Context: an optimization exercise on an open-source flow, tuned for small area. The choices shown serve that exercise and are no tape-out recipe. In this exercise RTL edits were held to simulation tests only and were not proved equivalent to the original. Power and IR drop assume default switching activity.

## old
Design fpga_rt_wrapper, start of the top module:
module fpga_rt_wrapper (
    input  logic                   core_clk,
    input  logic                   hwif_out,
    input  logic                   awvalid,
    output logic                   awready,
    input  fpga_rt_pkg::addr_t     awaddr,
    input  logic                   wvalid,
    output logic                   wready,
    input  fpga_rt_pkg::data_t     wdata,
    input  fpga_rt_pkg::strb_t     wstrb,
    output logic                   bvalid,
    input  logic                   bready,
    output fpga_rt_pkg::resp_t     bresp,
    input  logic                   arvalid,
    output logic                   arready,
    input  fpga_rt_pkg::addr_t     araddr,
    output logic                   rvalid,
    input  logic                   rready,
    output fpga_rt_pkg::data_t     rdata,
    output fpga_rt_pkg::resp_t     rresp,
    output logic                   core_pwrgood,
    output logic                   core_rst_b,
    output fpga_rt_pkg::data_t     generic_input,
    input  logic [7:0]             core_status,
    input  fpga_rt_pkg::data_t     generic_output,
    input  logic                   log_char_valid,
    input  fpga_rt_pkg::log_char_t log_char,
    input  logic                   etrng_req,
    output fpga_rt_pkg::nibble_t   itrng_data,
    output logic                   itrng_valid
);
    logic                   log_pop;
    fpga_rt_pkg::log_char_t log_head;
    logic                   log_empty;
    logic                   log_full;
    logic                   ready_en;
    logic                   itrng_wr;
    logic                   itrng_push;
    logic                   itrng_fifo_reset;
    fpga_rt_pkg::data_t     itrng_divisor;
    logic                   itrng_empty;
    logic                   itrng_full;
    fpga_rt_regs regs_i (
        .core_clk, .hwif_out,
        .awvalid, .awready, .awaddr, .wvalid, .wready, .wdata, .wstrb,
        .bvalid, .bready, .bresp,
        .arvalid, .arready, .araddr, .rvalid, .rready, .rdata, .rresp,
  ...
export LEC_CHECK = 0
export CAP_MARGIN = 20
export CORE_MARGIN = 2
export CORE_UTILIZATION = 40
export SLEW_MARGIN = 20
create_clock -name core_clock -period 6.0 [get_ports {core_clk}]
standard.sh (not shown) runs the stock make flow with config.mk's settings and CLKGATE_MAP_FILE= SYNTH_SCRIPT=/design/flow/synth_recipe.tcl, a recipe that flattens the netlist after the stock synthesis.
==> flow/flow/run.sh <==
#!/bin/bash
# Standard synthesis with an area-oriented ABC script in place of ORFS's
# speed script (registers are untouched), then the standard layout with
# small port buffers and a clock tree of fewer, larger sink clusters and
# no dummy loads. Each tool's output goes to a log file of its own here.
set -euo pipefail
rm -rf scripts_abc
cp -r "$FLOW_HOME/scripts" scripts_abc
cp flow/abc_area.script scripts_abc/abc_speed.script
bash standard.sh synth SCRIPTS_DIR="$PWD/scripts_abc" > synth.log 2>&1
export BUFFER_PORTS_ARGS="-buffer_cell sky130_fd_sc_hd__buf_1"
export CTS_ARGS="-sink_clustering_enable -repair_clock_nets -dont_use_dummy_load -buf_list sky130_fd_sc_hd__clkbuf_8 -sink_clustering_size 17 -sink_clustering_max_diameter 80"
bash standard.sh finish > layout.log 2>&1
==> flow/flow/abc_area.script <==
strash
balance
rewrite
refactor
balance
rewrite
rewrite -z
balance
refactor -z
rewrite -z
balance
balance
rewrite
refactor
balance
rewrite
rewrite -z
balance
refactor -z
rewrite -z
balance
dch -f
amap -F 10 -A 30
topo
old closes out successfully: all stages finished, all timing, DRC and antenna checks passed.
Inputs modified between old and new:
-- flow/design.v --
<<< old, line 56
    input  logic                     log_empty,
    input  logic                     log_full,
    output logic                     ready_en,       
    output logic                     itrng_wr,
    output logic                     itrng_push,
>>> new, line 56
    input  logic                     log_empty,
    input  logic                     log_full,
    output logic                     itrng_wr,
    output logic                     itrng_push,
<<< old, line 64
    input  logic                     itrng_full
);
    logic               wr_accept;
    logic               rd_accept;
>>> new, line 63
    input  logic                     itrng_full
);
    logic               ready_en;    
    logic               wr_accept;
    logic               rd_accept;
<<< old, line 209
    input  logic                 core_clk,
    input  logic                 hwif_out,
    input  logic                 ready_en,           
    input  logic                 itrng_wr,           
    input  logic                 itrng_push,         
>>> new, line 209
    input  logic                 core_clk,
    input  logic                 hwif_out,
    input  logic                 itrng_wr,           
    input  logic                 itrng_push,         
<<< old, line 235
    assign itrng_empty = same_slot & (wr_ptr[PW] == rd_ptr[PW+NW]);
    assign itrng_full  = same_slot & (wr_ptr[PW] != rd_ptr[PW+NW]);
    assign push_ok     = itrng_push & ~itrng_full & ~itrng_fifo_reset;
    assign take        = req_strobe & ~itrng_empty & ~itrng_fifo_reset;
>>> new, line 234
    assign itrng_empty = same_slot & (wr_ptr[PW] == rd_ptr[PW+NW]);
    assign itrng_full  = same_slot & (wr_ptr[PW] != rd_ptr[PW+NW]);
    logic [fpga_rt_pkg::ITRNG_FIFO_DEPTH*32-1:0] mem_flat;
    always_comb for (int i = 0; i < fpga_rt_pkg::ITRNG_FIFO_DEPTH; i++) mem_flat[32*i +: 32] = mem[i];
    assign push_ok     = itrng_push & ~itrng_full & ~itrng_fifo_reset;
    assign take        = req_strobe & ~itrng_empty & ~itrng_fifo_reset;
<<< old, line 249
        end
    end
    logic thr_zero;
    assign thr_zero = grp_borrow[8] | ~ready_en;
    always_ff @(posedge core_clk) begin
        throttle_cnt <= (throttle_cnt ^ borrow) & (itrng_divisor | {32{~thr_zero}});
    end
    always_ff @(posedge core_clk or negedge hwif_out) begin
        if (!hwif_out) req_strobe <= 1'b0;
        else           req_strobe <= thr_zero & etrng_req;
    end
    always_ff @(posedge core_clk) begin
        if (itrng_fifo_reset | ~ready_en) begin
            wr_ptr <= '0;    
            rd_ptr <= '0;
        end else begin
            if (take)    rd_ptr <= rd_ptr + 1'b1;
            if (push_ok) wr_ptr <= wr_ptr + 1'b1;
        end
    end
    always_ff @(posedge core_clk or negedge hwif_out) begin
        if (!hwif_out) itrng_valid <= 1'b0;
        else           itrng_valid <= take;
    end
    always_ff @(posedge core_clk) begin
>>> new, line 250
        end
    end
    always_ff @(posedge core_clk or negedge hwif_out) begin
        if (!hwif_out) begin
            throttle_cnt <= '0;
            req_strobe   <= 1'b0;
        end else begin
            throttle_cnt <= (throttle_cnt ^ borrow) & (itrng_divisor | {32{~grp_borrow[8]}});
            req_strobe   <= grp_borrow[8] & etrng_req;
        end
    end
    always_ff @(posedge core_clk or negedge hwif_out) begin
        if (!hwif_out) begin
            wr_ptr      <= '0;
            rd_ptr      <= '0;
            itrng_valid <= 1'b0;
        end else if (itrng_fifo_reset) begin
            wr_ptr      <= '0;    
            rd_ptr      <= '0;
            itrng_valid <= 1'b0;
        end else begin
            itrng_valid <= take;
            if (take)    rd_ptr <= rd_ptr + 1'b1;
            if (push_ok) wr_ptr <= wr_ptr + 1'b1;
        end
    end
    always_ff @(posedge core_clk) begin
<<< old, line 276
        end
    end
    logic [31:0] head_word;
    logic [3:0]  head_nib;
    always_comb begin
        head_word = '0;
        for (int w = 0; w < fpga_rt_pkg::ITRNG_FIFO_DEPTH; w++)
            if (rd_ptr[PW+NW-1:NW] == PW'(w)) head_word = head_word | mem[w];
        head_nib = '0;
        for (int n = 0; n < fpga_rt_pkg::NIBBLES_PER_WORD; n++)
            if (rd_ptr[NW-1:0] == NW'(n)) head_nib = head_nib | head_word[4*n +: 4];
    end
    always_ff @(posedge core_clk) begin
>>> new, line 279
        end
    end
    logic [3:0] head_nib;
    always_comb begin
        head_nib = '0;
        for (int i = 0; i < 64; i++)
            if (rd_ptr[5:0] == 6'(i)) head_nib = head_nib | mem_flat[4*i +: 4];
    end
    always_ff @(posedge core_clk) begin
<<< old, line 325
    logic                   log_empty;
    logic                   log_full;
    logic                   ready_en;
    logic                   itrng_wr;
    logic                   itrng_push;
>>> new, line 324
    logic                   log_empty;
    logic                   log_full;
    logic                   itrng_wr;
    logic                   itrng_push;
<<< old, line 339
        .core_pwrgood, .core_rst_b, .generic_input, .core_status, .generic_output,
        .log_pop, .log_head, .log_empty, .log_full,
        .ready_en, .itrng_wr, .itrng_push, .itrng_fifo_reset, .itrng_divisor,
        .itrng_empty, .itrng_full
    );
>>> new, line 337
        .core_pwrgood, .core_rst_b, .generic_input, .core_status, .generic_output,
        .log_pop, .log_head, .log_empty, .log_full,
        .itrng_wr, .itrng_push, .itrng_fifo_reset, .itrng_divisor,
        .itrng_empty, .itrng_full
    );
<<< old, line 349
    itrng_feeder itrng_feeder_i (
        .core_clk, .hwif_out,
        .ready_en, .itrng_wr, .itrng_push, .itrng_word(wdata), .itrng_fifo_reset, .itrng_divisor,
        .etrng_req, .itrng_empty, .itrng_full,
        .itrng_data, .itrng_valid
>>> new, line 347
    itrng_feeder itrng_feeder_i (
        .core_clk, .hwif_out,
        .itrng_wr, .itrng_push, .itrng_word(wdata), .itrng_fifo_reset, .itrng_divisor,
        .etrng_req, .itrng_empty, .itrng_full,
        .itrng_data, .itrng_valid
[summary]
- Changes observed in new relative to old: total number of cells along the worst setup path -1; count of clock-buffer cells in the layout +5.0%; met3 layer usage reported by global route -1.2 points; number of nets in the finished design +about 3%; average wire per cell in the routed design -about 1.2%.
- Net switching fraction of the power in new vs old: down 0.23 points
- Simple-gate portion of the synthesized area, new and old, lower one = old.
- new does worse than old on die area.
- Going from old to new, total number of multi-input combinational cells grows by about 9%.
- new vs old: largest stage delay on the critical path up in new
- Via-per-instance ratio essentially unchanged between new and old.
- Core utilization down 0.34 points in new wrt old
- Compared old against new; post-synthesis share of cell area spent on full adders, half adders and majority gates within noise.

Another version of the RTL of fpga_rt_wrapper (not shown whole).
For scale: ~1600 cells after synthesis, roughly 240 I/O pins.
==> module itrng_feeder, before the edit <==
module itrng_feeder (
    input  logic                 core_clk,
    input  logic                 hwif_out,
    input  logic                 itrng_wr,           
    input  logic                 itrng_push,         
    input  fpga_rt_pkg::data_t   itrng_word,         
    input  logic                 itrng_fifo_reset,
    input  fpga_rt_pkg::data_t   itrng_divisor,
    input  logic                 etrng_req,
    output logic                 itrng_empty,
    output logic                 itrng_full,
    output fpga_rt_pkg::nibble_t itrng_data,
    output logic                 itrng_valid
);
    localparam int PW = fpga_rt_pkg::ITRNG_PTR_W;
    localparam int NW = fpga_rt_pkg::NIBBLE_IDX_W;
    fpga_rt_pkg::data_t  mem [fpga_rt_pkg::ITRNG_FIFO_DEPTH];
    logic [PW:0]         wr_ptr;
    logic [PW+NW:0]      rd_ptr;           
    fpga_rt_pkg::data_t  throttle_cnt;
    logic                req_strobe;
    logic                same_slot;
    logic                push_ok;
    logic                take;
    logic                word_done;
    assign same_slot   = (wr_ptr[PW-1:0] == rd_ptr[PW+NW-1:NW]);
    assign itrng_empty = same_slot & (wr_ptr[PW] == rd_ptr[PW+NW]);
    assign itrng_full  = same_slot & (wr_ptr[PW] != rd_ptr[PW+NW]);
    logic [fpga_rt_pkg::ITRNG_FIFO_DEPTH*32-1:0] mem_flat;
    always_comb for (int i = 0; i < fpga_rt_pkg::ITRNG_FIFO_DEPTH; i++) mem_flat[32*i +: 32] = mem[i];
    assign push_ok     = itrng_push & ~itrng_full & ~itrng_fifo_reset;
    assign take        = req_strobe & ~itrng_empty & ~itrng_fifo_reset;
    assign word_done   = take & (&rd_ptr[NW-1:0]);    
    logic [31:0] borrow;
    logic [8:0]  grp_borrow;
    always_comb begin
        grp_borrow[0] = 1'b1;
        for (int g = 0; g < 8; g++)
            grp_borrow[g+1] = grp_borrow[g] & ~|throttle_cnt[4*g +: 4];
        for (int i = 0; i < 32; i++) begin
            borrow[i] = grp_borrow[i/4];
            for (int j = 4*(i/4); j < i; j++) borrow[i] = borrow[i] & ~throttle_cnt[j];
        end
    end
    always_ff @(posedge core_clk or negedge hwif_out) begin
        if (!hwif_out) begin
            throttle_cnt <= '0;
            req_strobe   <= 1'b0;
        end else if (throttle_cnt == '0) begin
            throttle_cnt <= itrng_divisor;
            req_strobe   <= etrng_req;
        end else begin
            throttle_cnt <= throttle_cnt ^ borrow;
            req_strobe   <= 1'b0;
        end
    end
    always_ff @(posedge core_clk or negedge hwif_out) begin
        if (!hwif_out) begin
            wr_ptr      <= '0;
            rd_ptr      <= '0;
            itrng_valid <= 1'b0;
        end else if (itrng_fifo_reset) begin
            wr_ptr      <= '0;    
            rd_ptr      <= '0;
            itrng_valid <= 1'b0;
        end else begin
            itrng_valid <= take;
            if (take)    rd_ptr <= rd_ptr + 1'b1;
            if (push_ok) wr_ptr <= wr_ptr + 1'b1;
        end
    end
    always_ff @(posedge core_clk) begin
        if (itrng_wr & (~itrng_full | word_done)) begin
            mem[wr_ptr[PW-1:0]] <= itrng_word;
        end
    end
    logic [3:0] head_nib;
    always_comb begin
        head_nib = '0;
        for (int i = 0; i < 64; i++)
            if (rd_ptr[5:0] == 6'(i)) head_nib = head_nib | mem_flat[4*i +: 4];
    end
    always_ff @(posedge core_clk) begin
        itrng_data <= head_nib;
    end
endmodule
export LEC_CHECK = 0
export CAP_MARGIN = 20
export CORE_MARGIN = 2
export CORE_UTILIZATION = 40
export SLEW_MARGIN = 20
create_clock -name core_clock -period 6.0 [get_ports {core_clk}]
==> flow/flow/abc_area.script <==
strash
balance
rewrite
refactor
balance
rewrite
rewrite -z
balance
refactor -z
rewrite -z
balance
balance
rewrite
refactor
balance
rewrite
rewrite -z
balance
refactor -z
rewrite -z
balance
dch
amap -F 10 -A 30
topo
Scripts as last shown in full above: flow/flow/run.sh
Change:
--- a/flow/design.v
+++ b/flow/design.v
@@ -251,16 +251,13 @@
     end
     always_ff @(posedge core_clk or negedge hwif_out) begin
         if (!hwif_out) begin
             throttle_cnt <= '0;
             req_strobe   <= 1'b0;
-        end else if (throttle_cnt == '0) begin
-            throttle_cnt <= itrng_divisor;
-            req_strobe   <= etrng_req;
         end else begin
-            throttle_cnt <= throttle_cnt ^ borrow;
-            req_strobe   <= 1'b0;
+            throttle_cnt <= (throttle_cnt ^ borrow) & (itrng_divisor | {32{~grp_borrow[8]}});
+            req_strobe   <= grp_borrow[8] & etrng_req;
         end
     end
     always_ff @(posedge core_clk or negedge hwif_out) begin
         if (!hwif_out) begin
             wr_ptr      <= '0;
Wire length drops slightly.
Hold slack degrades by 0.017 ns.
Register-to-register slack improves by 0.18 ns.
Utilization is about the same.
Global-route usage drops by 0.20 points.
Synthesized area hardly moves.
Cell area is about the same.
Count of clock-buffer cells in the layout stays the same.
Synthesized cell count drops slightly.
Total power drops slightly.
First-iteration DRC count drops by roughly a tenth.

## port drivers added, routing unchanged
In the flow no input, the clock included, has a driving cell. The finished layouts below were timed again as built, in two steps.
Step 1 sets driving cells, clkbuf_16 on the clock port and buf_2 on the other inputs (assumed; they add their load-dependent delay and slew).
Step 2, shift: input delay + t, output delay - t, t = (earliest + latest rising clock arrival at the registers) / 2. This alone moves slack from input paths to output paths.
Slacks: ideal / step 1 / step 2; pairs: ideal / step 1.
run	t, ns	setup WS [ns]	worst setup path at the end
old	0.673	1.989 / 2.026 / 1.353	input to register
new	0.691	1.823 / 1.865 / 1.174	input to register
the first run of note 2	0.664	2.149 / 2.185 / 1.521	input to register
the second run of note 2	0.671	1.944 / 1.967 / 1.295	input to register
After both steps every run listed still meets setup and hold.
